What follows belongs to an exercise in optimizing a design on an open flow for small area and a short achievable clock period; a production flow would make more cautious choices.
Where RTL was checked, it was by simulation tests only, not by an equivalence proof against the original.
Function not checked in runs 6 to 8: the RTL went through the layout flow alone.
Power figures rest on the tool's default switching activity, not on a simulated workload.

$ cat flow/flow/run.sh
#!/bin/bash
# The standard layout, with the smallest buffer as the port buffer on every input and output.
set -euo pipefail
export BUFFER_PORTS_ARGS="-buffer_cell sky130_fd_sc_hd__buf_1"
bash standard.sh > standard_flow.log 2>&1
$ cat flow/standard.sh
#!/bin/bash
# synth_recipe.tcl (not shown) runs the flow's synth.tcl, then flattens the netlist and writes it again
# the make line also repeats each setting of config.mk as NAME=value (left out here)
make -C /OpenROAD-flow-scripts/flow DESIGN_CONFIG=/design/flow/config.mk WORK_HOME=/design/flow/orfs CLKGATE_MAP_FILE= SYNTH_SCRIPT=/design/flow/synth_recipe.tcl "${@:-finish}"
$ cat flow/config.mk
export PLATFORM = sky130hd
export DESIGN_NAME = system_crossbar_rr
export DESIGN_NICKNAME = system_crossbar_rr
export VERILOG_FILES = /design/flow/design.v
export SDC_FILE = /design/flow/constraint.sdc
export NUM_CORES = 4
export LEC_CHECK = 0
export CAP_MARGIN = 20
export CORE_AREA = 5 5 355 355
export DIE_AREA = 0 0 360 360
export PLACE_DENSITY = 0.45
export SLEW_MARGIN = 20
$ cat flow/constraint.sdc
create_clock -name core_clock -period 7.0 [get_ports {clk}]
set_input_delay 1.4000 -clock core_clock [delete_from_list [all_inputs] [get_ports {clk}]]
set_output_delay 1.4000 -clock core_clock [all_outputs]
set_load 0.01 [all_outputs]
$ cat flow/design.v
module system_crossbar_rr #(
  parameter int NUM_MASTERS    = 9,
  parameter int NUM_SLAVES     = 4,
  parameter int ADDR_WIDTH     = 32,
  parameter int DATA_WIDTH     = 32,
  parameter int ID_WIDTH       = 4,
  parameter logic [NUM_SLAVES*ADDR_WIDTH-1:0] SLAVE_BASE =
    {32'h3000_0000, 32'h2000_0000, 32'h1000_0000, 32'h0000_0000},
  parameter logic [NUM_SLAVES*ADDR_WIDTH-1:0] SLAVE_MASK =
    {32'hFFFF_0000, 32'hFFFF_0000, 32'hFFFF_0000, 32'hF000_0000},
  parameter logic [NUM_MASTERS-1:0] HI_PRIO_MASK = 9'h1FE,
  parameter int TIMEOUT_CYCLES = 256
) (
  input  logic                             clk,
  input  logic                             rst,
  input  logic [NUM_MASTERS-1:0]           m_req,
  input  logic [NUM_MASTERS-1:0]           m_we,
  input  logic [NUM_MASTERS*ADDR_WIDTH-1:0] m_addr,
  input  logic [NUM_MASTERS*DATA_WIDTH-1:0] m_wdata,
  input  logic [NUM_MASTERS*ID_WIDTH-1:0]   m_id,
  output logic [NUM_MASTERS-1:0]           m_ack,
  output logic [NUM_MASTERS-1:0]           m_err,
  output logic [NUM_MASTERS*DATA_WIDTH-1:0] m_rdata,
  output logic [NUM_SLAVES-1:0]            s_req,
  output logic [NUM_SLAVES-1:0]            s_we,
  output logic [NUM_SLAVES*ADDR_WIDTH-1:0] s_addr,
  output logic [NUM_SLAVES*DATA_WIDTH-1:0] s_wdata,
  output logic [NUM_SLAVES*ID_WIDTH-1:0]   s_id,
  input  logic [NUM_SLAVES-1:0]            s_ack,
  input  logic [NUM_SLAVES*DATA_WIDTH-1:0] s_rdata
);
  localparam int NM = NUM_MASTERS;
  localparam int NS = NUM_SLAVES;
  localparam int AW = ADDR_WIDTH;
  localparam int DW = DATA_WIDTH;
  localparam int IW = ID_WIDTH;
  localparam int CW = $clog2(TIMEOUT_CYCLES);
  localparam logic [CW-1:0] CNT_LAST = CW'(TIMEOUT_CYCLES - 1);
  logic [NS-1:0]  r_busy, r_resp, r_terr;
  logic [NS-1:0][NM-1:0] r_win;
  logic [NS-1:0][CW-1:0] r_cnt;
  logic [NS-1:0][DW-1:0] r_rd;
  logic [NM-1:0]  r_dack, r_cool;
  logic [NM-1:0]  w_hit;
  logic [NM-1:0][NS-1:0] w_match;
  logic [NS-1:0][NM-1:0] w_reqv;
  logic [NS-1:0][NM-1:0] w_gnt;
  logic [NS-1:0]  w_start, w_fin, w_tmo;
  logic [NM-1:0]  w_derr;
  logic [NS-1:0][NM-1:0] w_sel;
  function automatic logic [NM-1:0] rr_pick(input logic [NM-1:0] req, input logic [NM-1:0] win);
    logic [NM-1:0] after, res;
    logic seen, found;
    seen = win[NM-1];
    for (int m = 0; m < NM; m++) begin
      after[m] = seen;
      seen = seen | win[m];
    end
    res = '0;
    found = 1'b0;
    for (int m = 0; m < NM; m++)
      if (!found && req[m] && after[m]) begin res[m] = 1'b1; found = 1'b1; end
    for (int m = 0; m < NM; m++)
      if (!found && req[m]) begin res[m] = 1'b1; found = 1'b1; end
    rr_pick = res;
  endfunction
  for (genvar m = 0; m < NM; m++) begin : g_dec
    for (genvar s = 0; s < NS; s++) begin : g_s
      assign w_match[m][s] =
        (m_addr[m*AW +: AW] & SLAVE_MASK[s*AW +: AW]) == SLAVE_BASE[s*AW +: AW];
      if (s == 0) begin : g_first
        assign w_reqv[s][m] = m_req[m] & w_match[m][s];
      end else begin : g_rest
        assign w_reqv[s][m] = m_req[m] & w_match[m][s] & ~(|w_match[m][s-1:0]);
      end
    end
    assign w_hit[m]  = |w_match[m];
    assign w_derr[m] = m_req[m] & ~w_hit[m] & ~r_dack[m] & ~r_cool[m];
  end
  for (genvar s = 0; s < NS; s++) begin : g_arb
    logic [NM-1:0] hi, lo;
    assign hi          = w_reqv[s] & HI_PRIO_MASK;
    assign lo          = w_reqv[s] & ~HI_PRIO_MASK;
    assign w_gnt[s]    = (|hi) ? rr_pick(hi, r_win[s]) : rr_pick(lo, r_win[s]);
    assign w_start[s]  = ~r_busy[s] & ~r_resp[s] & (|w_reqv[s]);
    assign w_fin[s]    = r_busy[s] & (s_ack[s] | (r_cnt[s] == CNT_LAST));
    assign w_tmo[s]    = ~s_ack[s] & (r_cnt[s] == CNT_LAST);
    assign w_sel[s]    = r_resp[s] ? r_win[s] : '0;
  end
  always_ff @(posedge clk or posedge rst) begin
    if (rst) begin
      r_busy <= '0;
      r_resp <= '0;
      r_dack <= '0;
      r_cool <= '0;
      for (int s = 0; s < NS; s++) r_win[s] <= NM'(1) << (NM - 1);
    end else begin
      r_busy <= w_start | (r_busy & ~w_fin);
      r_resp <= w_fin;
      r_dack <= w_derr;
      r_cool <= r_dack;
      for (int s = 0; s < NS; s++)
        if (w_start[s]) r_win[s] <= w_gnt[s];
    end
  end
  always_ff @(posedge clk) begin
    r_terr <= w_tmo;
    for (int s = 0; s < NS; s++) begin
      r_cnt[s] <= r_busy[s] ? r_cnt[s] + 1'b1 : '0;
      r_rd[s]  <= s_rdata[s*DW +: DW];
    end
  end
  logic [NS-1:0][AW-1:0] w_pa;
  logic [NS-1:0][DW-1:0] w_pd;
  logic [NS-1:0][IW-1:0] w_pi;
  logic [NS-1:0]         w_pw;
  always_comb begin
    w_pa = '0;
    w_pd = '0;
    w_pi = '0;
    w_pw = '0;
    for (int s = 0; s < NS; s++)
      for (int m = 0; m < NM; m++) begin
        w_pa[s] = w_pa[s] | ({AW{r_win[s][m]}} & m_addr[m*AW +: AW]);
        w_pd[s] = w_pd[s] | ({DW{r_win[s][m]}} & m_wdata[m*DW +: DW]);
        w_pi[s] = w_pi[s] | ({IW{r_win[s][m]}} & m_id[m*IW +: IW]);
        w_pw[s] = w_pw[s] | (r_win[s][m] & m_we[m]);
      end
  end
  assign s_req = r_busy;
  for (genvar s = 0; s < NS; s++) begin : g_spay
    assign s_addr[s*AW +: AW]  = (w_pa[s] & ~SLAVE_MASK[s*AW +: AW]) | SLAVE_BASE[s*AW +: AW];
    assign s_wdata[s*DW +: DW] = w_pd[s];
    assign s_id[s*IW +: IW]    = w_pi[s];
    assign s_we[s]             = w_pw[s];
  end
  logic [NM-1:0][DW-1:0] w_rd;
  always_comb begin
    m_ack = r_dack;
    m_err = r_dack;
    w_rd  = '0;
    for (int m = 0; m < NM; m++)
      for (int s = 0; s < NS; s++) begin
        m_ack[m] = m_ack[m] | w_sel[s][m];
        m_err[m] = m_err[m] | (w_sel[s][m] & r_terr[s]);
        w_rd[m]  = w_rd[m]  | ({DW{w_sel[s][m]}} & r_rd[s]);
      end
  end
  assign m_rdata = w_rd;
endmodule
==> impl_metrics.toml, run 1 <==
[yosys]
synth-seq-cells = 226
synthTopCellsByCount = "a22oi_1, clkbuf_1, nand2_1, nand3_1, a22o_1"
synth_edf_count = 0
ys_seq_area_share_pct = 19.0
yosysMostFrequentCell = "a22oi_1"
synth_warnings = 1
synth-main-ff-cell = "dfxtp_1"
ys_types = 80
yosysTopAreaCell = "a22oi_1"
synth.area.top_cells = "a22oi_1, dfxtp_1, a222oi_1"
synth_area_um2 = 25400
synth_top_area_share_pct = 24.0
syn_avg_cell_area_um2 = 7.40
synthCells = 3438
async_flop_share_pct = 27.4

[status]
haltStage = "I/O pin placement (3_2_place_iop)"
firstError = "[ERROR PPL-0024] Number of IO pins (1350) exceeds maximum number of available positions (1300). Increase the die perimeter from 1440.00um to 1836.00um."
status = "stopped before the end"

[die]
die_y_um = 360
start_util_pct = 20.9
fp-row-count = 128
fp.dieW_um = 360
==> cell families after synthesis <==
| family | after synthesis | synth area share, % |
|---|---|---|
| DFF | 226 | 19.0 |
| AOI/OAI and AO/OA | 1631 | 52.1 |
| xor gates and xnor gates | 16 | 0.551 |
| other | 2 | 0.0295 |
| muxes | 2 | 0.0885 |
| buffers and inverters | 590 | 9.48 |
| adders and majority gates | 4 | 0.197 |
| and+or+nand+nor | 967 | 18.5 |
==> inputs of run 2 (changes only) <==
--- a/flow/config.mk
+++ b/flow/config.mk
@@ -7,6 +7,9 @@
 export LEC_CHECK = 0
 export CAP_MARGIN = 20
-export CORE_AREA = 5 5 355 355
-export DIE_AREA = 0 0 360 360
-export PLACE_DENSITY = 0.45
+export CELL_PAD_IN_SITES_DETAIL_PLACEMENT = 1
+export CELL_PAD_IN_SITES_GLOBAL_PLACEMENT = 2
+export CORE_AREA = 10 10 550 550
+export DIE_AREA = 0 0 560 560
+export PLACE_DENSITY = 0.35
+export SETUP_SLACK_MARGIN = 2.0
 export SLEW_MARGIN = 20
==> run 2 against run 1 <==
Effect of this change:
- now clean on timing, DRC and antenna
- synthesized area stayed put
- synthesized cell count stayed put
==> impl_metrics.toml, run 2 <==
[status]
status = "complete, no violations"

[die]
start_util_pct = 8.75
io_pins = 1350
dieArea_um2 = 314000
fp-row-count = 198
coreArea_um2 = 291000
fp.dieW_um = 560
die_y_um = 560

[routing]
viasPerCell = 4.87
drc = 0
wl_um = 374000
drtIter0Drc = 6230
wl_per_cell_um = 44.4
dr.pass1.iters = 13
postRouteAntennaNets = 0
via_count = 41000

[worst_setup_path]
critPathRequiredTime_ps = 5600
worstReg2RegEnd = "r_win[21]$_DFFE_PP0P_"
arrival_ps = 3540
r2r_start = "r_win[18]$_DFFE_PP0P_"
ff2ff_path_depth = 9
crit_fanout = 36
worstSetupPathType = "register to primary output"
crit_path_end_kind = "primary output"
r2r_setup_slack_ps = 3430
critPathLaunchType = "register"

[worst_hold_path]
whs_path_depth = 1
min_path_type = "register to register"
holdCritStartpoint = "r_cnt[0]$_SDFF_PN0_"
hold_end = "r_cnt[0]$_SDFF_PN0_"

[yosys]
synth_edf_count = 0
ys_seq_area_share_pct = 19.0
syn_avg_cell_area_um2 = 7.40
synth_warnings = 1
synth_top_area_share_pct = 24.0
synthTopCellsByCount = "a22oi_1, clkbuf_1, nand2_1, nand3_1, a22o_1"
synthCells = 3438
synth.area.top_cells = "a22oi_1, dfxtp_1, a222oi_1"
yosysTopAreaCell = "a22oi_1"
synth_area_um2 = 25400
async_flop_share_pct = 27.4
synth-main-ff-cell = "dfxtp_1"
ys_types = 80
synth-seq-cells = 226
yosysMostFrequentCell = "a22oi_1"

[final_layout]
area_growth_pct = 41.6
n_fill_cell = 35300
instances_no_fill = 8416
largest_reg_flops = 128
regMostFlops = "r_rd"
final_common_cell = "buf_1"
nets = 5155
mostFrequentLayoutCells = "buf_1, a22oi_1, nand2_1"
design_area_um2 = 36000
multi_input_area_um2 = 18600
seq_area_um2 = 4970
drive_above_1_share_pct = 7.27
top_regs = "r_rd: 128 flops, r_win: 36 flops, r_cnt: 32 flops"

[global_route]
top_usage_layer = "met2"
grt_use_total_pct = 22.2
grt_overflow = 0
grt_util_met2_pct = 36.6
antenna_found_initial = 214
grt_pass1_vias = 40000
grt_pass1_wl_um = 470000
grt_use_met1_pct = 26.4
met3_usage_pct = 6.90
grt_max_degree = 59

[timing]
max_freq_mhz = 202
tightest_slew_ps = 1160
fin_ws_ps = 2060
max_slew_margin_pct = 21.9
rsz0062_at_grt = "false"
hold_slack_ps = 448
setup_tns_ps = 0
maxSlewViolCount = 0
fin_crit_ps = 4940
fin_skew_ps = 15.3
hold_violations = 0
setup_viol = 0
min_period_over_period_pct = 70.6

[place]
dp_slack_ps = 1950
placed_cell_area_um2 = 34500
dpl.hpwl_um = 290000
dpl.cell_count = 8246
place_congestion = 0.900
numPortBuffers = 1297

[clock_tree]
htreeDepth = 2
cts_buffers = 39
clockBufferDepth = 3
cts.sinks = 226
clk_pin_slew_worst_paths_ps = 50
worstSkewPairLatency_ps = 610
cts_tree = "done"
cts-root-buf = "clkbuf_16"

[pwr]
peakVddDrop_mv = 0.145
power_density_nw_per_um2 = 191
p_leak_nw = 11.8

[run]
max_cap_violations = 0
## run 2: cell counts after synthesis
No cell type changed its count.
## run 2: stage by stage
| stage | total power [W] | util [%] |
|---|---|---|
| global placement | 0.00475 | 11.8 |
| detailed placement | 0.00482 | 11.9 |
| finish | 0.00690 | 12.4 |
| floorplan | 0.00260 | - |
| global route | 0.00709 | 12.4 |
| CTS | 0.00696 | 12.3 |
## run 2: where the power goes
part / switching (W) / internal [W] / leakage, nW / total [W]
registers: 0.000407 / 0.00137 / 2.13 / 0.00178
clock network: 0.000849 / 0.00122 / 0.634 / 0.00207
logic: 0.00228 / 0.000776 / 9.01 / 0.00305
## run 2: cells by family after synthesis
kind of cell	synth area share (%)
AOI/OAI and AO/OA	52.1
adders and majority gates	0.197
DFF	19.0
buffers and inverters	9.48
muxes	0.0885
xor gates and xnor gates	0.551
and+or+nand+nor	18.5
other	0.0295
## run 2: cell type report
| class | count | area share, % |
|---|---|---|
| antenna | 100 | 0.695 |
| sequential | 226 | 13.8 |
| clock inverter | 13 | 0.517 |
| timing repair buffer | 1433 | 16.5 |
| clock buffer | 57 | 3.09 |
| tap | 3900 | 13.5 |
| inverter | 15 | 0.156 |
| multi-input combinational | 2672 | 51.6 |
## run 2: worst max-delay path by stage
stage / depth (start not counted) / from / slack (ps) / end
4_1_cts: 4 / r_win[27]$_DFFE_PP0P_ / 2000 / s_we[3]
3_5_place_dp: 8 / m_addr[91] / 1950 / r_win[31]$_DFFE_PP0P_
3_3_place_gp: 5 / m_addr[214] / 1280 / s_addr[22]
5_1_grt: 5 / r_win[17]$_DFFE_PP1P_ / 2020 / m_rdata[283]
6_report: 4 / r_win[27]$_DFFE_PP0P_ / 2060 / s_we[3]
2_1_floorplan: 3 / m_addr[96] / 3650 / s_addr[0]
## run 2: critical path, cell delays in order (launching register included)
cell     delay [ps]
dfrtp_4         850
buf_4           770
a22oi_1         230
nand3_1         310
buf_1           600
## run 2: per-layer routing
layer  routed length (um)  share of wire (%)
met5                  571               0.15
met4                20200                5.4
met3                35100                9.4
met2               173000                 46
met1               145000                 39
## run 2: repair_timing
item                       CTS  global route
setup endpoints to repair   29             2
pin swaps                    0             0
buffers inserted             0             0
gates resized for setup      5             4
hold buffers                 0             0
==> inputs of run 3 (changes only) <==
--- a/flow/config.mk
+++ b/flow/config.mk
@@ -12,4 +12,4 @@
 export DIE_AREA = 0 0 560 560
 export PLACE_DENSITY = 0.35
-export SETUP_SLACK_MARGIN = 2.0
+export SETUP_SLACK_MARGIN = 3.5
 export SLEW_MARGIN = 20
==> run 3 against run 2 <==
Effect of this change:
- still clean on timing, DRC and antenna
- sequential power shrank 8%
- sequential cell count did not move
- worst setup slack better by 770 ps
- synthesized area stayed put
- clock-buffer cell count stayed put
- clock power about the same
- first-iteration DRC count rose by 6.3%
- global-route usage increased by 3.5 points
- critical path type is now input pin to primary output
- largest power group unchanged
- highest routed layer unchanged
==> impl_metrics.toml, run 3 <==
[place]
place_congestion = 0.900
numPortBuffers = 1297
dpl.hpwl_um = 290000
dpl.cell_count = 8246

[die]
start_util_pct = 8.75
fp-row-count = 198
io_pins = 1350
dieArea_um2 = 314000
die_y_um = 560
fp.dieW_um = 560
coreArea_um2 = 291000

[timing]
max_slew_margin_pct = 22.9
setup_viol = 0
hold_violations = 0
min_period_over_period_pct = 59.6
max_freq_mhz = 240
fin_crit_ps = 4170
setup_tns_ps = 0
fin_skew_ps = 19.2
rsz0062_at_grt = "true"
maxSlewViolCount = 0
tightest_slew_ps = 1160

[clock_tree]
clk_pin_slew_worst_paths_ps = 50
worstSkewPairLatency_ps = 630
cts_tree = "done"
cts-root-buf = "clkbuf_16"
htreeDepth = 2
clockBufferDepth = 3
cts.sinks = 226
cts_buffers = 39

[routing]
via_count = 45900
drc = 0
dr.pass1.iters = 14
drtIter0Drc = 6620
viasPerCell = 5.05
wl_per_cell_um = 48.6
postRouteAntennaNets = 0
wl_um = 441000

[global_route]
grt_pass1_vias = 44700
antenna_found_initial = 179
met3_usage_pct = 8.36
grt_pass1_wl_um = 538000
grt_use_met1_pct = 30.3
grt_use_total_pct = 25.8
grt_util_met2_pct = 41.3
grt_max_degree = 53
grt_overflow = 0
top_usage_layer = "met2"

[yosys]
yosysMostFrequentCell = "a22oi_1"
synth_top_area_share_pct = 24.0
synthTopCellsByCount = "a22oi_1, clkbuf_1, nand2_1, nand3_1, a22o_1"
yosysTopAreaCell = "a22oi_1"
syn_avg_cell_area_um2 = 7.40
ys_seq_area_share_pct = 19.0
synth-seq-cells = 226
synth-main-ff-cell = "dfxtp_1"
synth_edf_count = 0
synth_area_um2 = 25400
synth.area.top_cells = "a22oi_1, dfxtp_1, a222oi_1"
synthCells = 3438
async_flop_share_pct = 27.4
ys_types = 80
synth_warnings = 1

[final_layout]
instances_no_fill = 9084
regMostFlops = "r_rd"
nets = 5842
final_common_cell = "buf_6"
drive_above_1_share_pct = 50.5
top_regs = "r_rd: 128 flops, r_win: 36 flops, r_cnt: 32 flops"
area_growth_pct = 127
mostFrequentLayoutCells = "buf_6, buf_1, a22oi_2"
largest_reg_flops = 128

[worst_hold_path]
min_path_type = "register to register"

[pwr]
p_leak_nw = 22.0
power_w = 0.00845
power_density_nw_per_um2 = 147
peakVddDrop_mv = 0.149

[run]
max_cap_violations = 0

[worst_setup_path]
crit_fanout = 3
worstSetupPathType = "input pin to primary output"
crit_path_end_kind = "primary output"
critPathLaunchType = "input pin"
critPathRequiredTime_ps = 5600
arrival_ps = 2770

[status]
status = "complete, no violations"
run 3: cell types whose count changed in the layout (fill, tap and decap cells not counted), moves of 214 or more:
cell      previous run  this run
buf_6                4       666
a22oi_2              0       438
buf_12               3       234
a221oi_1           215         1
buf_1             1293       639
a22oi_1            812       374
run 3: cell type report:
| type | instances | area (um2) |
|---|---|---|
| well taps | 3900 | 4880 |
| clock inverters | 13 | 186 |
| diodes | 81 | 203 |
| flip-flops and latches | 226 | 4990 |
| inverters | 15 | 56.3 |
| repair buffers | 2116 | 22100 |
| fillers | 33500 | 233000 |
| clock buffers | 57 | 1110 |
| multi-input cells | 2676 | 24100 |
run 3: stage by stage:
stage                     hold slack (ps)  utilization, %  cell area, um2  worst slack, ps
after floorplan                       396               -           25600             3650
after global placement                437            11.8           34200             1280
after global routing                  471            19.8           57600             2890
after CTS                             449            18.3           53100             2840
final                                 449            19.9           57700             2830
after detailed placement              440            11.9           34500             1950
run 3: what timing repair did:
| action | 4_1_cts | 5_1_grt |
|---|---|---|
| pin swaps | 850 | 636 |
| hold buffers | 0 | 0 |
| gates cloned | 98 | 28 |
| buffers inserted | 460 | 101 |
| resized for setup | 2739 | 696 |
| setup endpoints to repair | 560 | 563 |
| hold endpoints to repair | 0 | 0 |
run 3: worst max-delay path, stage by stage:
cell,delay [ps]
buf_6,100
a22o_1,250
a221oi_4,540
buf_6,210
nand3_4,70
buf_6,170
run 3: cells by family (layout without fill, tap and decap cells):
group,Yosys count,in the layout,synth area share [%]
xor+xnor,16,16,0.551
compound gates,1631,1631,52.1
fa+ha+maj,4,4,0.197
simple gates,967,971,18.5
other cells,2,133,0.0295
mux,2,2,0.0885
buf+inv,590,2201,9.48
flops,226,226,19.0
run 3: worst paths after layout:
check / start / endpoint / slack [ps] / cells after the start
max reg2reg: r_win[17]$_DFFE_PP1P_ / r_win[13]$_DFFE_PP0P_ / 3600 / 13
min: r_cnt[0]$_SDFF_PN0_ / r_cnt[0]$_SDFF_PN0_ / 450 / 1
max in group asynchronous: rst / r_win[34]$_DFFE_PP0P_ / 5000 / 3
max: m_addr[115] / s_addr[19] / 2830 / 6
min reg2reg: r_cnt[0]$_SDFF_PN0_ / r_cnt[0]$_SDFF_PN0_ / 450 / 1
min in group asynchronous: rst / r_cool[2]$_DFF_PP0_ / 710 / 2
run 3: metal layers:
metal / routed length [um] / share of wire (%) / up-vias
met4: 33600 / 7.6 / 88
met2: 195000 / 44 / 3500
met1: 169000 / 38 / 23700
li1: - / - / 17700
met3: 43100 / 9.8 / 963
met5: 567 / 0.13 / -
run 3: power by group:
group	leakage [nW]	switching (W)	internal, W
clock network	0.633	0.000867	0.00122
logic	19.2	0.00302	0.00171
registers	2.13	0.000265	0.00137
==> inputs of run 4 (changes only) <==
==> flow/run.sh (new file) <==
#!/bin/bash
# synth_recipe.tcl (not shown) runs the flow's synth.tcl, then flattens the netlist and writes it again
# the make line also repeats each setting of config.mk as NAME=value (left out here)
make -C /OpenROAD-flow-scripts/flow DESIGN_CONFIG=/design/flow/config.mk WORK_HOME=/design/flow/orfs CLKGATE_MAP_FILE= SYNTH_SCRIPT=/design/flow/synth_recipe.tcl finish
--- a/flow/config.mk
+++ b/flow/config.mk
@@ -7,9 +7,5 @@
 export LEC_CHECK = 0
 export CAP_MARGIN = 20
-export CELL_PAD_IN_SITES_DETAIL_PLACEMENT = 1
-export CELL_PAD_IN_SITES_GLOBAL_PLACEMENT = 2
 export CORE_AREA = 10 10 550 550
 export DIE_AREA = 0 0 560 560
-export PLACE_DENSITY = 0.35
-export SETUP_SLACK_MARGIN = 3.5
 export SLEW_MARGIN = 20
removed: flow/flow/run.sh
removed: flow/standard.sh
==> run 4 against run 3 <==
Effect of this change:
- still clean
- die area did not move
- synthesized cell count did not move
- clock-buffer cell count fell by 17
- hold slack got worse by 3.4 ps
- global-route usage fell by 4.1 points
- register-to-register slack improved by 250 ps
- sequential share of layout area rose by 2.7 points
- sequential cell count did not move
- design area fell by 24%
- sequential power rose by 12%
- highest routed layer unchanged
==> impl_metrics.toml, run 4 <==
[final_layout]
drive_above_1_share_pct = 6.53
regMostFlops = "r_rd"
multi_input_area_um2 = 18500
top_regs = "r_rd: 128 flops, r_win: 36 flops, r_cnt: 32 flops"
area_growth_pct = 72.1
seq_area_um2 = 4970
final_common_cell = "clkdlybuf4s50_1"
nets = 5127
mostFrequentLayoutCells = "clkdlybuf4s50_1, a22oi_1, nand2_1"
largest_reg_flops = 128
n_fill_cell = 33200

[die]
io_pins = 1350
coreArea_um2 = 291000
die_y_um = 560
fp.dieW_um = 560
start_util_pct = 8.75
dieArea_um2 = 314000
fp-row-count = 198

[routing]
via_count = 43000
viasPerCell = 5.08
wl_per_cell_um = 43.4
postRouteAntennaNets = 0
dr.pass1.iters = 17
wl_um = 367000
drtIter0Drc = 11700
drc = 0

[timing]
fin_crit_ps = 5730
max_freq_mhz = 174
tightest_slew_ps = 1290
hold_slack_ps = 445
fin_skew_ps = 14.7
hold_violations = 0
max_slew_margin_pct = 14.0
setup_viol = 0
min_period_over_period_pct = 81.9
rsz0062_at_grt = "false"
maxSlewViolCount = 0
setup_tns_ps = 0

[worst_setup_path]
critPathLaunchType = "input pin"
worstSetupPathType = "input pin to primary output"
critPathRequiredTime_ps = 5600
arrival_ps = 4330
cp-startpoint = "m_addr[178]"
r2r_start = "r_win[9]$_DFFE_PP0P_"
ff2ff_path_depth = 9
crit_path_end_kind = "primary output"
crit_fanout = 2

[yosys]
ys_types = 80
synth_xor_area_share_pct = 0.551
synth_fa_ha_area_share_pct = 0.197
synth_area_um2 = 25400
synthMuxAreaShare_pct = 0.0885
ys_seq_area_share_pct = 19.0
yosysTopAreaCell = "a22oi_1"
synthTopCellsByCount = "a22oi_1, clkbuf_1, nand2_1, nand3_1, a22o_1"
synth_edf_count = 0
syn_avg_cell_area_um2 = 7.40
synth.area.top_cells = "a22oi_1, dfxtp_1, a222oi_1"
synth_top_family_by_area = "compound AO/OA/AOI/OAI gates"
synthSimpleGateAreaFrac_pct = 18.5
yosysMostFrequentCell = "a22oi_1"
synth-main-ff-cell = "dfxtp_1"
synthCells = 3438
synth_compound_area_share_pct = 52.1
async_flop_share_pct = 27.4
synth-seq-cells = 226
synth_top_area_share_pct = 24.0
synth_warnings = 1

[clock_tree]
clockBufferDepth = 3
holdBufCountCts = 0
cts.sinks = 226
worstSkewPairLatency_ps = 610
cts_buffers = 30
htreeDepth = 1
clk_pin_slew_worst_paths_ps = 60
cts.repair.resized = 0
cts_tree = "done"
cts-root-buf = "clkbuf_16"
cts_setup_buffers = 0

[global_route]
grt_max_degree = 63
grt_pass1_vias = 38600
antenna_found_initial = 303
grt_pass1_wl_um = 455000
grt_overflow = 0
grt_use_total_pct = 21.7

[status]
status = "complete, no violations"

[pwr]
power_density_nw_per_um2 = 159
swShare_pct = 46.8
p_sw_w = 0.00326
power_w = 0.00697
peakVddDrop_mv = 0.273
p_leak_nw = 14.9
power_frac_clock_pct = 23.9
pwr-share-seq_pct = 26.4
power_frac_comb_pct = 49.7
power.internal_w = 0.00371

[place]
dpl.hpwl_um = 291000
place_congestion = 1.03
numPortBuffers = 1297

[worst_hold_path]
whs_path_depth = 1
holdCritStartpoint = "r_cnt[8]$_SDFF_PN0_"
min_path_type = "register to register"

[run]
max_cap_violations = 0
## run 4: cell count changes in the layout (fill, tap and decap cells not counted), moves of 98 or more
cell             before   now
diode_2              81   179
buf_4               222   115
buf_1               639     0
nand3_1             144   272
buf_16              123     0
a221oi_2            184     3
a221oi_1              1   221
buf_6               666     0
a22oi_2             438     0
clkdlybuf4s50_1       0  1297
buf_12              234     1
buf_2               108     1
a22oi_1             374   812
## run 4: critical path: stages
cell	delay, ps
clkdlybuf4s50_1	540
a222oi_1	1080
nand3_1	640
clkdlybuf4s50_1	650
## run 4: final timing paths
kind | slack [ps] | to
setup / recovery | 1270 | s_addr[18]
hold / removal | 450 | r_cnt[8]$_SDFF_PN0_
setup reg to reg | 3850 | r_win[13]$_DFFE_PP0P_
hold reg to reg | 450 | r_cnt[8]$_SDFF_PN0_
max in group asynchronous | 4710 | r_win[30]$_DFFE_PP0P_
min in group asynchronous | 1560 | r_win[13]$_DFFE_PP0P_
## run 4: kinds of logic after synthesis
logic type	count (synthesis)
AOI/OAI and AO/OA	1631
xor gates and xnor gates	16
adders and majority gates	4
buffers and inverters	590
DFF	226
muxes	2
other	2
and+or+nand+nor	967
## run 4: final cells by class
type / count / share of cell area (%)
antenna: 179 / 1.02
clock buffer: 40 / 2.09
clock inverter: 14 / 0.309
inverter: 15 / 0.129
multi-input combinational: 2672 / 42.3
sequential: 226 / 11.4
tap: 3900 / 11.1
timing repair buffer: 1414 / 31.7
## run 4: power by group through the flow
stage	Sequential, W	Combinational, W	Clock (W)
global placement	0.00184	0.00339	0
floorplan	0.00141	0.00119	0
finish	0.00184	0.00347	0.00166
global route	0.00181	0.00359	0.00174
detailed placement	0.00183	0.00340	0
CTS	0.00181	0.00341	0.00170
## run 4: routing by layer
layer | up-vias | part of all wire [%] | global-route usage [%]
met5 | - | 0.34 | 0.0152
met4 | 126 | 9.0 | 14.9
met3 | 1550 | 17 | 13.4
met2 | 4951 | 42 | 32.7
met1 | 20200 | 32 | 22.3
li1 | 16200 | - | -
## run 4: through the flow
step | util (%) | instances | area [um2] | setup slack (ps)
6_report | 15.1 | 8460 | 43800 | 1270
5_1_grt | 15.0 | 8364 | 43600 | 1160
4_1_cts | 14.9 | 8280 | 43300 | 1470
3_5_place_dp | 14.6 | 8226 | 42300 | 1480
3_3_place_gp | 14.5 | 8221 | 42200 | 1030
2_1_floorplan | - | 3488 | 25600 | 3650
==> inputs of run 5 (changes only) <==
==> flow/flow/run.sh (new file) <==
#!/bin/bash
# The standard layout, with two changes: every input and output port gets the smallest buffer
# as its port buffer, and the ports are placed on the die edge in the bit-sliced order that
# flow/io.tcl gives (generated by gen/make_io.py), sourced right after the floorplan.
set -euo pipefail
export BUFFER_PORTS_ARGS="-buffer_cell sky130_fd_sc_hd__buf_1"
export IO_CONSTRAINTS="$PWD/flow/io.tcl"
bash standard.sh > standard_flow.log 2>&1
==> flow/flow/io.tcl (new file) <==
# Place the ports on the die edge in bit-sliced order, so that each data bit's inputs and
# outputs sit next to each other. Sourced by the floorplan step (IO_CONSTRAINTS).
set nm 9
set ns 4
set w 32
set iw 4
proc bits {name n w b} {
  set r {}
  for {set i 0} {$i < $n} {incr i} { lappend r "${name}\[[expr {$i * $w + $b}]\]" }
  return $r
}
set order {clk rst}
foreach n {m_req m_ack m_err} { lappend order {*}[bits $n $nm 1 0] }
foreach n {s_req s_ack} { lappend order {*}[bits $n $ns 1 0] }
lappend order {*}[bits m_we $nm 1 0] {*}[bits s_we $ns 1 0]
for {set b [expr {$w - 1}]} {$b >= 16} {incr b -1} {
  lappend order {*}[bits m_addr $nm $w $b] {*}[bits s_addr $ns $w $b]
}
for {set i 0} {$i < $iw} {incr i} {
  lappend order {*}[bits m_id $nm $iw $i] {*}[bits s_id $ns $iw $i]
}
for {set b 15} {$b >= 0} {incr b -1} {
  lappend order {*}[bits m_addr $nm $w $b] {*}[bits s_addr $ns $w $b]
  lappend order {*}[bits m_wdata $nm $w $b] {*}[bits s_wdata $ns $w $b]
}
for {set b 16} {$b < $w} {incr b} {
  lappend order {*}[bits m_wdata $nm $w $b] {*}[bits s_wdata $ns $w $b]
}
for {set b 0} {$b < $w} {incr b} {
  lappend order {*}[bits s_rdata $ns $w $b] {*}[bits m_rdata $nm $w $b]
}

# Walk the edge clockwise from the bottom-left corner, keeping clear of the corners.
set die [ord::get_die_area]
set dx [lindex $die 2]
set dy [lindex $die 3]
set mg 12.0
set lx [expr {$dx - 2 * $mg}]
set ly [expr {$dy - 2 * $mg}]
set per [expr {2 * ($lx + $ly)}]
set n [llength $order]
set i 0
foreach p $order {
  set t [expr {($i + 0.5) / $n * $per}]
  if {$t < $ly} {
    place_pin -pin_name $p -layer met3 -location [list 0 [expr {$mg + $t}]] -force_to_die_boundary
  } elseif {$t < $ly + $lx} {
    place_pin -pin_name $p -layer met2 -location [list [expr {$mg + $t - $ly}] $dy] -force_to_die_boundary
  } elseif {$t < 2 * $ly + $lx} {
    place_pin -pin_name $p -layer met3 -location [list $dx [expr {$dy - $mg - ($t - $ly - $lx)}]] -force_to_die_boundary
  } else {
    place_pin -pin_name $p -layer met2 -location [list [expr {$dx - $mg - ($t - 2 * $ly - $lx)}] 0] -force_to_die_boundary
  }
  incr i
}
==> flow/standard.sh (new file) <==
#!/bin/bash
# synth_recipe.tcl (not shown) runs the flow's synth.tcl, then flattens the netlist and writes it again
# the make line also repeats each setting of config.mk as NAME=value (left out here)
make -C /OpenROAD-flow-scripts/flow DESIGN_CONFIG=/design/flow/config.mk WORK_HOME=/design/flow/orfs CLKGATE_MAP_FILE= SYNTH_SCRIPT=/design/flow/synth_recipe.tcl "${@:-finish}"
--- a/flow/config.mk
+++ b/flow/config.mk
@@ -7,5 +7,7 @@
 export LEC_CHECK = 0
 export CAP_MARGIN = 20
-export CORE_AREA = 10 10 550 550
-export DIE_AREA = 0 0 560 560
+export CORE_AREA = 10 10 490 490
+export DIE_AREA = 0 0 500 500
+export PLACE_DENSITY = 0.35
+export SETUP_SLACK_MARGIN = 2.0
 export SLEW_MARGIN = 20
removed: flow/run.sh
==> run 5 against run 4 <==
Effect of this change:
- non-clock buffer count decreased by 41
- clock-buffer cell count fell by 8
- first-iteration DRC count down 38%
- still clean on timing, DRC and antenna
==> impl_metrics.toml, run 5 <==
[status]
status = "complete, no violations"

[die]
die_y_um = 500
dieArea_um2 = 250000
fp-row-count = 176
start_util_pct = 11.1
coreArea_um2 = 230000
fp.dieW_um = 500
io_pins = 0

[clock_tree]
worstSkewPairLatency_ps = 640
clockBufferDepth = 3
cts_tree = "done"
cts.repair.resized = 0
holdBufCountCts = 0
htreeDepth = 1
cts_buffers = 28
cts.sinks = 226
clk_pin_slew_worst_paths_ps = 60
cts_setup_buffers = 0
cts-root-buf = "clkbuf_16"

[worst_setup_path]
critPathRequiredTime_ps = 5600
worstReg2RegEnd = "r_win[34]$_DFFE_PP0P_"
worstSetupPathType = "register to primary output"
crit_fanout = 34
r2r_start = "r_win[28]$_DFFE_PP0P_"
crit_path_end_kind = "primary output"
critPathLaunchType = "register"
r2r_setup_slack_ps = 3970
ff2ff_path_depth = 9
arrival_ps = 3400

[timing]
hold_slack_ps = 433
rsz0062_at_grt = "false"
fin_skew_ps = 12.7
maxSlewViolCount = 0
min_period_over_period_pct = 68.5
tightest_slew_ps = 1270
setup_viol = 0
max_slew_margin_pct = 15.7
max_freq_mhz = 209
setup_tns_ps = 0
hold_violations = 0
fin_crit_ps = 4800

[yosys]
synth_area_um2 = 25400
synth_fa_ha_area_share_pct = 0.197
synth_warnings = 1
yosysTopAreaCell = "a22oi_1"
synthSimpleGateAreaFrac_pct = 18.5
async_flop_share_pct = 27.4
ys_types = 80
synth.area.top_cells = "a22oi_1, dfxtp_1, a222oi_1"
synth_edf_count = 0
synth_top_family_by_area = "compound AO/OA/AOI/OAI gates"
synthCells = 3438
yosysMostFrequentCell = "a22oi_1"
synth_top_area_share_pct = 24.0
synthMuxAreaShare_pct = 0.0885
synth-seq-cells = 226
synth_xor_area_share_pct = 0.551
synth_compound_area_share_pct = 52.1
synthTopCellsByCount = "a22oi_1, clkbuf_1, nand2_1, nand3_1, a22o_1"
ys_seq_area_share_pct = 19.0
synth-main-ff-cell = "dfxtp_1"
syn_avg_cell_area_um2 = 7.40

[final_layout]
area_growth_pct = 32.6
drive_above_1_share_pct = 5.26
final_common_cell = "buf_1"
nets = 5084
n_fill_cell = 26700
regMostFlops = "r_rd"
seq_area_um2 = 4970
largest_reg_flops = 128
multi_input_area_um2 = 18400
top_regs = "r_rd: 128 flops, r_win: 36 flops, r_cnt: 32 flops"
design_area_um2 = 33700
mostFrequentLayoutCells = "buf_1, a22oi_1, nand2_1"

[global_route]
grt_max_degree = 71
grt_pass1_wl_um = 286000
grt_pass1_vias = 39500
antenna_found_initial = 13
grt_use_total_pct = 15.0
grt_overflow = 0

[pwr]
power_frac_clock_pct = 29.2
power_density_nw_per_um2 = 154
p_leak_nw = 11.3
pwr-share-seq_pct = 31.9
power.internal_w = 0.00288
power_frac_comb_pct = 38.8
swShare_pct = 44.8
peakVddDrop_mv = 0.193
p_sw_w = 0.00233

[place]
placed_cell_area_um2 = 32700
dpl.hpwl_um = 153000
place_congestion = 0.916
numPortBuffers = 1297

[routing]
wl_um = 207000
dr.pass1.iters = 13
via_count = 38800
drc = 0
wl_per_cell_um = 28.1
drtIter0Drc = 7188
postRouteAntennaNets = 0
viasPerCell = 5.27

[worst_hold_path]
holdCritStartpoint = "r_dack[1]$_DFF_PP0_"
whs_path_depth = 0
min_path_type = "register to register"
hold_end = "r_cool[1]$_DFF_PP0_"

[run]
max_cap_violations = 0
## run 5: critical path: stages (launching register included)
cell and delay [ps]:
dfstp_4 990, and2_2 1070, a22oi_1 230, nand2_1 200, buf_1 180
## run 5: logic make-up after synthesis
kind of cell	after synthesis
buf+inv	590
flops	226
other cells	2
mux	2
compound gates	1631
xor+xnor	16
simple gates	967
fa+ha+maj	4
## run 5: layer usage
metal / up-vias / track usage, % / wire [um] / part of all wire [%]
met5: - / 0 / 0 / 0
met1: 18800 / 18.2 / 78200 / 38
li1: 15900 / - / - / -
met3: 615 / 3.24 / 21500 / 10
met4: 0 / 6.37 / 9360 / 4.5
met2: 3529 / 25.6 / 98300 / 47
## run 5: stage by stage
| step | utilization (%) | total power, W | setup WS, ps | instances |
|---|---|---|---|---|
| after CTS | 14.7 | 0.00522 | 2270 | 7360 |
| after global routing | 14.7 | 0.00545 | 2200 | 7365 |
| final | 14.7 | 0.00521 | 2200 | 7370 |
| after floorplan | - | 0.00260 | 3650 | 3488 |
| after global placement | 14.2 | 0.00367 | 2570 | 7309 |
| after detailed placement | 14.2 | 0.00367 | 2540 | 7310 |
## run 5: cell type report
cell class | instances | area share (%)
multi-input combinational | 2672 | 54.6
timing repair buffer | 1373 | 16.4
sequential | 226 | 14.7
tap | 3026 | 11.2
clock buffer | 32 | 2.34
clock inverter | 18 | 0.445
inverter | 15 | 0.167
antenna | 8 | 0.0594
## run 5: worst max-delay path by stage
| stage | startpoint | endpoint | slack, ps |
|---|---|---|---|
| after floorplan | m_addr[96] | s_addr[0] | 3650 |
| after global placement | m_addr[144] | r_win[21]$_DFFE_PP0P_ | 2570 |
| after detailed placement | m_req[2] | r_win[31]$_DFFE_PP0P_ | 2540 |
| after CTS | r_win[17]$_DFFE_PP1P_ | m_rdata[264] | 2270 |
| after global routing | r_win[17]$_DFFE_PP1P_ | m_rdata[264] | 2200 |
| final | r_win[17]$_DFFE_PP1P_ | m_rdata[264] | 2200 |
## run 5: power by group through the flow
stage / Sequential, W / Combinational [W] / Clock [W]
final: 0.00166 / 0.00202 / 0.00152
after global routing: 0.00168 / 0.00216 / 0.00161
after CTS: 0.00166 / 0.00199 / 0.00157
after detailed placement: 0.00169 / 0.00199 / 0
after global placement: 0.00169 / 0.00199 / 0
after floorplan: 0.00141 / 0.00119 / 0
==> inputs of run 6 (changes only) <==
--- a/flow/design.v
+++ b/flow/design.v
@@ -39,4 +39,6 @@
   logic [NS-1:0]  r_busy, r_resp, r_terr;
   logic [NS-1:0][NM-1:0] r_win;
+  logic [NS-1:0][NM-1:0] r_wind;
+  logic [NS-1:0][NM-1:0] r_sel;
   logic [NS-1:0][CW-1:0] r_cnt;
   logic [NS-1:0][DW-1:0] r_rd;
@@ -48,5 +50,4 @@
   logic [NS-1:0]  w_start, w_fin, w_tmo;
   logic [NM-1:0]  w_derr;
-  logic [NS-1:0][NM-1:0] w_sel;
   function automatic logic [NM-1:0] rr_pick(input logic [NM-1:0] req, input logic [NM-1:0] win);
     logic [NM-1:0] after, res;
@@ -86,5 +87,4 @@
     assign w_fin[s]    = r_busy[s] & (s_ack[s] | (r_cnt[s] == CNT_LAST));
     assign w_tmo[s]    = ~s_ack[s] & (r_cnt[s] == CNT_LAST);
-    assign w_sel[s]    = r_resp[s] ? r_win[s] : '0;
   end
   always_ff @(posedge clk or posedge rst) begin
@@ -94,4 +94,5 @@
       r_dack <= '0;
       r_cool <= '0;
+      r_sel  <= '0;
       for (int s = 0; s < NS; s++) r_win[s] <= NM'(1) << (NM - 1);
     end else begin
@@ -100,6 +101,8 @@
       r_dack <= w_derr;
       r_cool <= r_dack;
-      for (int s = 0; s < NS; s++)
+      for (int s = 0; s < NS; s++) begin
         if (w_start[s]) r_win[s] <= w_gnt[s];
+        r_sel[s] <= w_fin[s] ? r_win[s] : '0;
+      end
     end
   end
@@ -109,4 +112,5 @@
       r_cnt[s] <= r_busy[s] ? r_cnt[s] + 1'b1 : '0;
       r_rd[s]  <= s_rdata[s*DW +: DW];
+      if (~r_busy[s] & ~r_resp[s]) r_wind[s] <= w_gnt[s];
     end
   end
@@ -123,5 +127,5 @@
       for (int m = 0; m < NM; m++) begin
         w_pa[s] = w_pa[s] | ({AW{r_win[s][m]}} & m_addr[m*AW +: AW]);
-        w_pd[s] = w_pd[s] | ({DW{r_win[s][m]}} & m_wdata[m*DW +: DW]);
+        w_pd[s] = w_pd[s] | ({DW{r_wind[s][m]}} & m_wdata[m*DW +: DW]);
         w_pi[s] = w_pi[s] | ({IW{r_win[s][m]}} & m_id[m*IW +: IW]);
         w_pw[s] = w_pw[s] | (r_win[s][m] & m_we[m]);
@@ -142,7 +146,7 @@
     for (int m = 0; m < NM; m++)
       for (int s = 0; s < NS; s++) begin
-        m_ack[m] = m_ack[m] | w_sel[s][m];
-        m_err[m] = m_err[m] | (w_sel[s][m] & r_terr[s]);
-        w_rd[m]  = w_rd[m]  | ({DW{w_sel[s][m]}} & r_rd[s]);
+        m_ack[m] = m_ack[m] | r_sel[s][m];
+        m_err[m] = m_err[m] | (r_sel[s][m] & r_terr[s]);
+        w_rd[m]  = w_rd[m]  | ({DW{r_sel[s][m]}} & r_rd[s]);
       end
   end
--- a/flow/config.mk
+++ b/flow/config.mk
@@ -10,4 +10,4 @@
 export DIE_AREA = 0 0 500 500
 export PLACE_DENSITY = 0.35
-export SETUP_SLACK_MARGIN = 2.0
+export SETUP_SLACK_MARGIN = 2.5
 export SLEW_MARGIN = 20
==> run 6 against run 5 <==
Effect of this change:
- register-to-register slack worse by 200 ps
- combinational power is 12% lower
- design area rose by 8.3%
- first-iteration DRC count grew 24%
- clock skew increased by 36 ps
- utilization increased by 1.2 points
- sequential power grew about 20%
- wire length rose by 15%
- synthesized cell count rose by 3.6%
- die area unchanged
- critical path type unchanged
==> impl_metrics.toml, run 6 <==
[yosys]
yosysTopAreaCell = "a22oi_1"
synth_top_area_share_pct = 21.7
ys_types = 90
synth_edf_count = 36
async_flop_share_pct = 32.9
synthCells = 3562
ys_seq_area_share_pct = 24.4
synth-seq-cells = 298
yosysMostFrequentCell = "a22oi_1"
synthTopCellsByCount = "a22oi_1, clkbuf_1, nand2_1, nand3_1, a22o_1"
synth.area.top_cells = "a22oi_1, dfxtp_1, dfrtp_1"
synth_warnings = 1
syn_avg_cell_area_um2 = 7.83
synth-main-ff-cell = "dfxtp_1"
synth_area_um2 = 27900

[routing]
viasPerCell = 5.50
wl_per_cell_um = 31.7
dr.pass1.iters = 14
drtIter0Drc = 8912
drc = 0
via_count = 41400
wl_um = 239000
postRouteAntennaNets = 0

[global_route]
grt_max_degree = 55
grt_overflow = 0
antenna_found_initial = 14
grt_use_total_pct = 17.4
grt_pass1_wl_um = 320000
grt_pass1_vias = 41700

[place]
placed_cell_area_um2 = 35200
numPortBuffers = 1297
place_congestion = 0.916
dpl.hpwl_um = 172000

[timing]
rsz0062_at_grt = "false"
fin_skew_ps = 49.2
tightest_slew_ps = 1330
setup_viol = 0
maxSlewViolCount = 0
hold_violations = 0
max_freq_mhz = 233
min_period_over_period_pct = 61.4
setup_tns_ps = 0
fin_crit_ps = 4300
max_slew_margin_pct = 11.4

[final_layout]
multi_input_area_um2 = 18900
seq_area_um2 = 6920
utilization_pct = 15.9
largest_reg_flops = 128
nets = 5237
drive_above_1_share_pct = 5.76
area_growth_pct = 31.0
regMostFlops = "r_rd"
design_area_um2 = 36500
mostFrequentLayoutCells = "buf_1, a22oi_1, nand2_1"
final_common_cell = "buf_1"
n_fill_cell = 26500

[clock_tree]
cts_setup_buffers = 0
cts_buffers = 36
worstSkewPairLatency_ps = 610
cts-root-buf = "clkbuf_16"
htreeDepth = 2
holdBufCountCts = 0
cts_tree = "done"
clockBufferDepth = 3
cts.sinks = 298
cts.repair.resized = 0
clk_pin_slew_worst_paths_ps = 60

[pwr]
peakVddDrop_mv = 0.130
power_frac_clock_pct = 35.5
swShare_pct = 39.6
p_leak_nw = 12.6
power_density_nw_per_um2 = 159
power_frac_comb_pct = 30.3
power.internal_w = 0.00352
pwr-share-seq_pct = 34.1
p_sw_w = 0.00230

[status]
status = "complete, no violations"

[die]
fp-row-count = 176
io_pins = 0
fp.dieW_um = 500
coreArea_um2 = 230000
start_util_pct = 12.1
die_y_um = 500
dieArea_um2 = 250000

[worst_hold_path]
min_path_type = "register to register"

[worst_setup_path]
arrival_ps = 2900
critPathLaunchType = "register"
critPathRequiredTime_ps = 5600
worstSetupPathType = "register to primary output"
crit_path_end_kind = "primary output"
crit_fanout = 30

[run]
max_cap_violations = 0
-- run 6: changes by cell type after synthesis, sizes merged, moves of 8 or more --
cell	previous run	this run
a222oi	224	233
a22o	226	235
a31oi	8	20
buf	147	98
clkbuf	428	469
dfrtp	58	94
edfxtp	0	36
nand2	382	390
nand3	272	264
nor2	71	79
nor2b	11	19
nor4	36	24
or4	3	18
-- run 6: final timing paths --
path	cells after the start	to	startpoint	slack, ps
setup / recovery	4	s_wdata[19]	r_wind[5]$_DFFE_PP_	2700
hold / removal	0	r_cool[4]$_DFF_PP0_	r_dack[4]$_DFF_PP0_	440
setup reg to reg	8	r_win[29]$_DFFE_PP0P_	r_win[27]$_DFFE_PP0P_	3770
min in group asynchronous	2	r_dack[1]$_DFF_PP0_	rst	1000
hold reg to reg	0	r_cool[4]$_DFF_PP0_	r_dack[4]$_DFF_PP0_	440
max in group asynchronous	3	r_sel[17]$_DFF_PP0_	rst	4800
-- run 6: final cells by class --
type,count,share of cell area (%)
repair buffers,1386,15.2
well taps,3026,10.4
flip-flops and latches,298,19.0
inverters,17,0.181
clock buffers,47,2.75
diodes,6,0.0411
clock inverters,19,0.719
multi-input cells,2730,51.8
-- run 6: cell families (layout without fill, tap and decap cells) --
kind of cell             Yosys count  after routing  synth area share [%]
AO/OA/AOI/OAI                   1669           1669                  48.8
AND/OR/NAND/NOR                  981            981                  17.1
buffers and inverters            584           1469                  8.59
flip-flops                       298            298                  24.4
XOR/XNOR                          16             16                 0.502
multiplexers                       8              8                 0.323
adder cells (fa/ha/maj)            4              4                 0.179
other                              2             58                0.0269
-- run 6: routing by layer --
layer	global-route usage, %	routed length [um]	vias up
met5	0.723	313	-
met4	8.33	12100	18
met3	6.80	31200	763
met2	27.6	108000	3977
met1	20.3	87900	20200
li1	-	-	16500
-- run 6: per-stage QoR --
| step | setup slack [ps] | total power (W) | instances | hold slack [ps] |
|---|---|---|---|---|
| finish | 2700 | 0.00582 | 7529 | 442 |
| global placement | 2430 | 0.00371 | 7456 | 427 |
| CTS | 2670 | 0.00581 | 7522 | 447 |
| global route | 2710 | 0.00601 | 7524 | 470 |
| detailed placement | 2420 | 0.00371 | 7456 | 435 |
| floorplan | 3040 | 0.00276 | 3612 | 396 |
-- run 6: power groups by stage --
stage / Combinational (W) / Sequential [W] / Clock, W
floorplan: 0.000879 / 0.00188 / 0
global placement: 0.00169 / 0.00201 / 0
detailed placement: 0.00170 / 0.00201 / 0
CTS: 0.00170 / 0.00198 / 0.00213
global route: 0.00183 / 0.00200 / 0.00219
finish: 0.00177 / 0.00199 / 0.00207
-- run 6: critical path, stage by stage (launching register included) --
cell and delay, ps:
edfxtp_1 790, buf_4 670, a222oi_1 280, nand3_1 180, buf_1 200
==> inputs of run 7 (changes only) <==
--- a/flow/config.mk
+++ b/flow/config.mk
@@ -10,4 +10,4 @@
 export DIE_AREA = 0 0 500 500
 export PLACE_DENSITY = 0.35
-export SETUP_SLACK_MARGIN = 2.5
+export SETUP_SLACK_MARGIN = 3.0
 export SLEW_MARGIN = 20
==> run 7 against run 6 <==
Effect of this change:
- synthesized area unchanged
- synthesized cell count unchanged
- sequential share of layout area about the same
- hold slack about the same
- critical endpoint is now s_addr[1]
- highest routed layer unchanged
==> impl_metrics.toml, run 7 <==
[status]
status = "complete, no violations"

[timing]
setup_viol = 0
max_slew_margin_pct = 13.6
maxSlewViolCount = 0
fin_skew_ps = 47.4
setup_tns_ps = 0
fin_crit_ps = 4060
min_period_over_period_pct = 58.0
rsz0062_at_grt = "false"
tightest_slew_ps = 1300
hold_violations = 0
max_freq_mhz = 246

[yosys]
synthTopCellsByCount = "a22oi_1, clkbuf_1, nand2_1, nand3_1, a22o_1"
synthCells = 3562
async_flop_share_pct = 32.9
yosysMostFrequentCell = "a22oi_1"
ys_seq_area_share_pct = 24.4
synth-main-ff-cell = "dfxtp_1"
synth.area.top_cells = "a22oi_1, dfxtp_1, dfrtp_1"
synth-seq-cells = 298
synth_area_um2 = 27900
ys_types = 90
synth_edf_count = 36
synth_warnings = 1
syn_avg_cell_area_um2 = 7.83
yosysTopAreaCell = "a22oi_1"
synth_top_area_share_pct = 21.7

[routing]
drtIter0Drc = 8799
wl_um = 239000
viasPerCell = 5.49
wl_per_cell_um = 31.8
postRouteAntennaNets = 0
drc = 0
dr.pass1.iters = 15
via_count = 41400

[final_layout]
mostFrequentLayoutCells = "buf_1, a22oi_1, nand2_1"
multi_input_area_um2 = 18900
area_growth_pct = 31.1
regMostFlops = "r_rd"
nets = 5240
seq_area_um2 = 6920
drive_above_1_share_pct = 5.82
instances_no_fill = 7532
largest_reg_flops = 128
n_fill_cell = 26500
final_common_cell = "buf_1"

[worst_setup_path]
crit_fanout = 25
arrival_ps = 2660
critPathRequiredTime_ps = 5600
critPathLaunchType = "register"
worstSetupPathType = "register to primary output"
crit_path_end_kind = "primary output"

[global_route]
antenna_found_initial = 13
grt_max_degree = 55
grt_pass1_wl_um = 320000
grt_overflow = 0
grt_use_total_pct = 17.4
grt_pass1_vias = 41700

[pwr]
power_density_nw_per_um2 = 159
peakVddDrop_mv = 0.131
p_leak_nw = 12.7

[die]
start_util_pct = 12.1
io_pins = 0
fp-row-count = 176
coreArea_um2 = 230000
die_y_um = 500
dieArea_um2 = 250000
fp.dieW_um = 500

[clock_tree]
holdBufCountCts = 0
clk_pin_slew_worst_paths_ps = 70
cts-root-buf = "clkbuf_16"
htreeDepth = 2
clockBufferDepth = 3
cts.sinks = 298
worstSkewPairLatency_ps = 610
cts_tree = "done"
cts_buffers = 36

[place]
place_congestion = 0.916
dpl.cell_count = 7456
numPortBuffers = 1297
dpl.hpwl_um = 172000

[worst_hold_path]
min_path_type = "register to register"

[run]
max_cap_violations = 0
-- run 7: cell counts after synthesis --
Identical to the previous run, type by type.
-- run 7: layout make-up --
cell class | count | area share, %
Clock inverter | 19 | 0.719
Inverter | 17 | 0.181
Multi-Input combinational cell | 2730 | 51.7
Timing Repair Buffer | 1389 | 15.3
Tap cell | 3026 | 10.4
Clock buffer | 47 | 2.74
Sequential cell | 298 | 18.9
Antenna cell | 6 | 0.0411
-- run 7: final timing paths --
| check | start | endpoint | slack [ps] | cells after the start |
|---|---|---|---|---|
| max | r_win[7]$_DFFE_PP0P_ | s_addr[1] | 2940 | 4 |
| max reg2reg | r_win[27]$_DFFE_PP0P_ | r_win[29]$_DFFE_PP0P_ | 3770 | 8 |
| max in group asynchronous | rst | r_sel[25]$_DFF_PP0_ | 4800 | 3 |
| min | r_dack[1]$_DFF_PP0_ | r_cool[1]$_DFF_PP0_ | 440 | 0 |
| min reg2reg | r_dack[1]$_DFF_PP0_ | r_cool[1]$_DFF_PP0_ | 440 | 0 |
| min in group asynchronous | rst | r_dack[1]$_DFF_PP0_ | 990 | 2 |
-- run 7: critical path, stage by stage, from the launching register on --
cell and delay (ps):
dfrtp_2 930, buf_4 480, a222oi_1 160, nand3_1 200, buf_1 180
-- run 7: timing repair --
action | in CTS | in global routing
gates cloned | 0 | 0
buffers inserted | 2 | 1
setup endpoints to repair | 32 | 1
gates resized for setup | 2 | 0
-- run 7: report_power, final --
part | internal [W] | leakage [nW] | total, W | switching, W
Sequential | 0.00182 | 3.01 | 0.00198 | 0.000166
Combinational | 0.000524 | 9.02 | 0.00178 | 0.00125
Clock | 0.00118 | 0.623 | 0.00207 | 0.000884
-- run 7: per-stage QoR --
step | instance area [um2] | util, % | setup WS [ps] | hold WS [ps] | total power, W
3_3_place_gp | 35200 | 15.3 | 2430 | 427 | 0.00371
2_1_floorplan | 28100 | - | 3040 | 396 | 0.00276
3_5_place_dp | 35200 | 15.3 | 2420 | 435 | 0.00371
5_1_grt | 36600 | 15.9 | 3010 | 470 | 0.00601
4_1_cts | 36500 | 15.9 | 2990 | 447 | 0.00581
6_report | 36600 | 15.9 | 2940 | 441 | 0.00582
-- run 7: logic make-up after synthesis --
group	share of synthesized area [%]
mux	0.323
simple gates	17.1
xor+xnor	0.502
other cells	0.0269
buf+inv	8.59
flops	24.4
compound gates	48.8
fa+ha+maj	0.179
-- run 7: metal layers --
metal | vias to the layer above | part of all wire (%) | GRT usage, %
met4 | 16 | 5.2 | 8.31
met2 | 3988 | 45 | 27.6
li1 | 16500 | - | -
met3 | 776 | 13 | 6.78
met1 | 20100 | 37 | 20.3
met5 | - | 0.10 | 0.647
==> inputs of run 8 (changes only) <==
--- a/flow/design.v
+++ b/flow/design.v
@@ -112,5 +112,5 @@
       r_cnt[s] <= r_busy[s] ? r_cnt[s] + 1'b1 : '0;
       r_rd[s]  <= s_rdata[s*DW +: DW];
-      if (~r_busy[s] & ~r_resp[s]) r_wind[s] <= w_gnt[s];
+      r_wind[s] <= (~r_busy[s] & ~r_resp[s]) ? w_gnt[s] : r_win[s];
     end
   end
==> run 8 against run 7 <==
Effect of this change:
- clock-buffer cell count grew 4
- non-clock buffer count shrank 7
- via count grew 0.86%
==> impl_metrics.toml, run 8 <==
[yosys]
synth_warnings = 1
synth_edf_count = 0
synth.area.top_cells = "a22oi_1, dfxtp_1, dfrtp_1"
synth_area_um2 = 27700
synth-main-ff-cell = "dfxtp_1"
synth-seq-cells = 298
synth_top_area_share_pct = 21.9
yosysTopAreaCell = "a22oi_1"
ys_seq_area_share_pct = 23.3
async_flop_share_pct = 32.9
yosysMostFrequentCell = "a22oi_1"
syn_avg_cell_area_um2 = 7.64
synthTopCellsByCount = "a22oi_1, clkbuf_1, nand2_1, nand3_1, a222oi_1"
ys_types = 76
synthCells = 3627

[pwr]
peakVddDrop_mv = 0.157
p_sw_w = 0.00221
swShare_pct = 39.2
power_density_nw_per_um2 = 156
power.internal_w = 0.00343
p_leak_nw = 12.7
power_w = 0.00564
power_frac_comb_pct = 28.9
pwr-share-seq_pct = 34.7
power_frac_clock_pct = 36.4

[final_layout]
nets = 5289
largest_reg_flops = 128
seq_area_um2 = 6600
regMostFlops = "r_rd"
design_area_um2 = 36300
final_common_cell = "buf_1"
multi_input_area_um2 = 19000
drive_above_1_share_pct = 6.09
mostFrequentLayoutCells = "buf_1, a22oi_1, nand2_1"
area_growth_pct = 30.9
n_fill_cell = 26600
utilization_pct = 15.8

[worst_setup_path]
path_buf_inv = 2
critPathRequiredTime_ps = 5600
critPathTopFamily = "flip-flops"
critPathLaunchType = "register"
crit_path_end_kind = "primary output"
cp_slowest_cell = "dfrtp_2"
arrival_ps = 2540
crit_path_max_incr_delay_ps = 980
worstSetupPathType = "register to primary output"
crit_fanout = 22
path_cells = "buf_4, a22o_1, a221oi_1, nand3_1, buf_1"

[global_route]
grt_use_total_pct = 17.3
grt_max_degree = 44
grt_overflow = 0
grt_pass1_wl_um = 319000
grt_pass1_vias = 41700
antenna_found_initial = 15

[routing]
dr.pass1.iters = 14
wl_um = 238000
wl_per_cell_um = 31.4
viasPerCell = 5.50
via_count = 41700
drc = 0
drtIter0Drc = 8701
postRouteAntennaNets = 0

[die]
io_pins = 0
coreArea_um2 = 230000
start_util_pct = 12.1
fp-row-count = 176
die_y_um = 500
fp.dieW_um = 500
dieArea_um2 = 250000

[timing]
fin_crit_ps = 3940
min_period_over_period_pct = 56.2
max_freq_mhz = 254
rsz0062_at_grt = "false"
fin_ws_ps = 3060
maxSlewViolCount = 0
setup_viol = 0
tightest_slew_ps = 1270
fin_skew_ps = 67.1
max_slew_margin_pct = 15.1
setup_tns_ps = 0
hold_violations = 0

[clock_tree]
htreeDepth = 2
worstSkewPairLatency_ps = 650
cts_buffers = 38
clk_pin_slew_worst_paths_ps = 60
cts-root-buf = "clkbuf_16"
cts_setup_buffers = 0
clockBufferDepth = 3
cts_tree = "done"
cts.sinks = 298

[place]
dp_slack_ps = 2440
dpl.hpwl_um = 172000
placed_cell_area_um2 = 34900
place_congestion = 0.914
numPortBuffers = 1297

[run]
max_cap_violations = 0

[status]
status = "complete, no violations"

[worst_hold_path]
min_path_type = "register to register"
==> run 8: logic make-up after synthesis <==
logic type               Yosys count  synth area share, %
AO/OA/AOI/OAI                   1668                 49.0
XOR/XNOR                          16                0.506
adder cells (fa/ha/maj)            4                0.181
buffers and inverters            593                 8.77
flip-flops                       298                 23.3
multiplexers                       4                0.145
other                              2               0.0271
AND/OR/NAND/NOR                 1042                 18.1
==> run 8: cell type report <==
cell class	count	area share (%)
repair buffers	1382	15.2
multi-input cells	2786	52.5
flip-flops and latches	298	18.2
diodes	9	0.0621
clock buffers	51	2.89
inverters	15	0.159
well taps	3026	10.4
clock inverters	19	0.552
==> run 8: worst paths after layout <==
path | from | end | slack [ps] | cells after the start
setup / recovery | r_win[15]$_DFFE_PP0P_ | s_we[1] | 3060 | 5
min in group asynchronous | rst | r_dack[0]$_DFF_PP0_ | 790 | 2
hold / removal | r_dack[3]$_DFF_PP0_ | r_cool[3]$_DFF_PP0_ | 430 | 0
max in group asynchronous | rst | r_win[32]$_DFFE_PP0P_ | 4640 | 4
setup reg to reg | r_win[18]$_DFFE_PP0P_ | r_wind[21]$_DFF_P_ | 3490 | 8
hold reg to reg | r_dack[3]$_DFF_PP0_ | r_cool[3]$_DFF_PP0_ | 430 | 0
==> run 8: timing repair <==
action | in CTS | in global routing
hold buffers | 0 | 0
endpoints found under the setup margin | 3 | 4
gates resized for setup | 3 | 2
==> run 8: power groups by stage <==
stage	registers [W]	clock network [W]	logic [W]
floorplan	0.00184	0	0.000852
global placement	0.00199	0	0.00158
detailed placement	0.00199	0	0.00157
CTS	0.00195	0.00214	0.00158
global route	0.00197	0.00221	0.00171
finish	0.00196	0.00205	0.00163
==> run 8: per-layer routing <==
metal	global-route usage, %	part of all wire [%]	up-vias
li1	-	-	16700
met1	20.3	37	20300
met2	27.7	45	4018
met3	6.72	13	728
met4	8.06	5.0	11
met5	0.571	0.075	-
==> run 8: per-stage QoR <==
step                instances  hold slack [ps]
floorplan                3677              396
global placement         7505              427
detailed placement       7505              437
CTS                      7575              441
global route             7577              456
finish                   7586              434

-- re-timing with driven ports --
The flow's constraints put no driver on any port. The routed layouts listed below were extracted and timed again, unchanged, in two steps. Step 1, drivers: a clkbuf_16 drives clk and a buf_2 each remaining input, both assumed. Step 2 moves the port delays by t, midway between the first and last clock arrival at a register: inputs arrive t later, outputs are due t later. That takes back most of the time a late clock gives input paths. a / b / c = ideal / step 1 / step 2; a / b = the first two.
run	shift t [ns]	setup WS [ns]	hold WS [ns]	worst slew at a driven data input, ns
run 2	0.688	2.057 / 1.978 / 1.939	0.448 / 0.448 / 0.448	0.41
run 3	0.697	2.829 / 2.763 / 2.327	0.449 / 0.449 / 0.449	0.35
run 4	0.685	1.269 / 1.208 / 1.208	0.445 / 0.445 / 0.445	0.46
run 5	0.702	2.204 / 2.123 / 2.389	0.433 / 0.433 / 0.433	0.13
run 6	0.668	2.699 / 2.618 / 2.485	0.442 / 0.442 / 0.442	0.15
run 7	0.668	2.938 / 2.857 / 2.441	0.441 / 0.441 / 0.441	0.15
run 8	0.685	3.064 / 2.984 / 2.486	0.434 / 0.434 / 0.434	0.14
After both steps setup and hold are still met in every run listed. The setup slack of run 8, which loses most, moves by -0.080 ns with the drivers and by -0.578 ns with both steps.
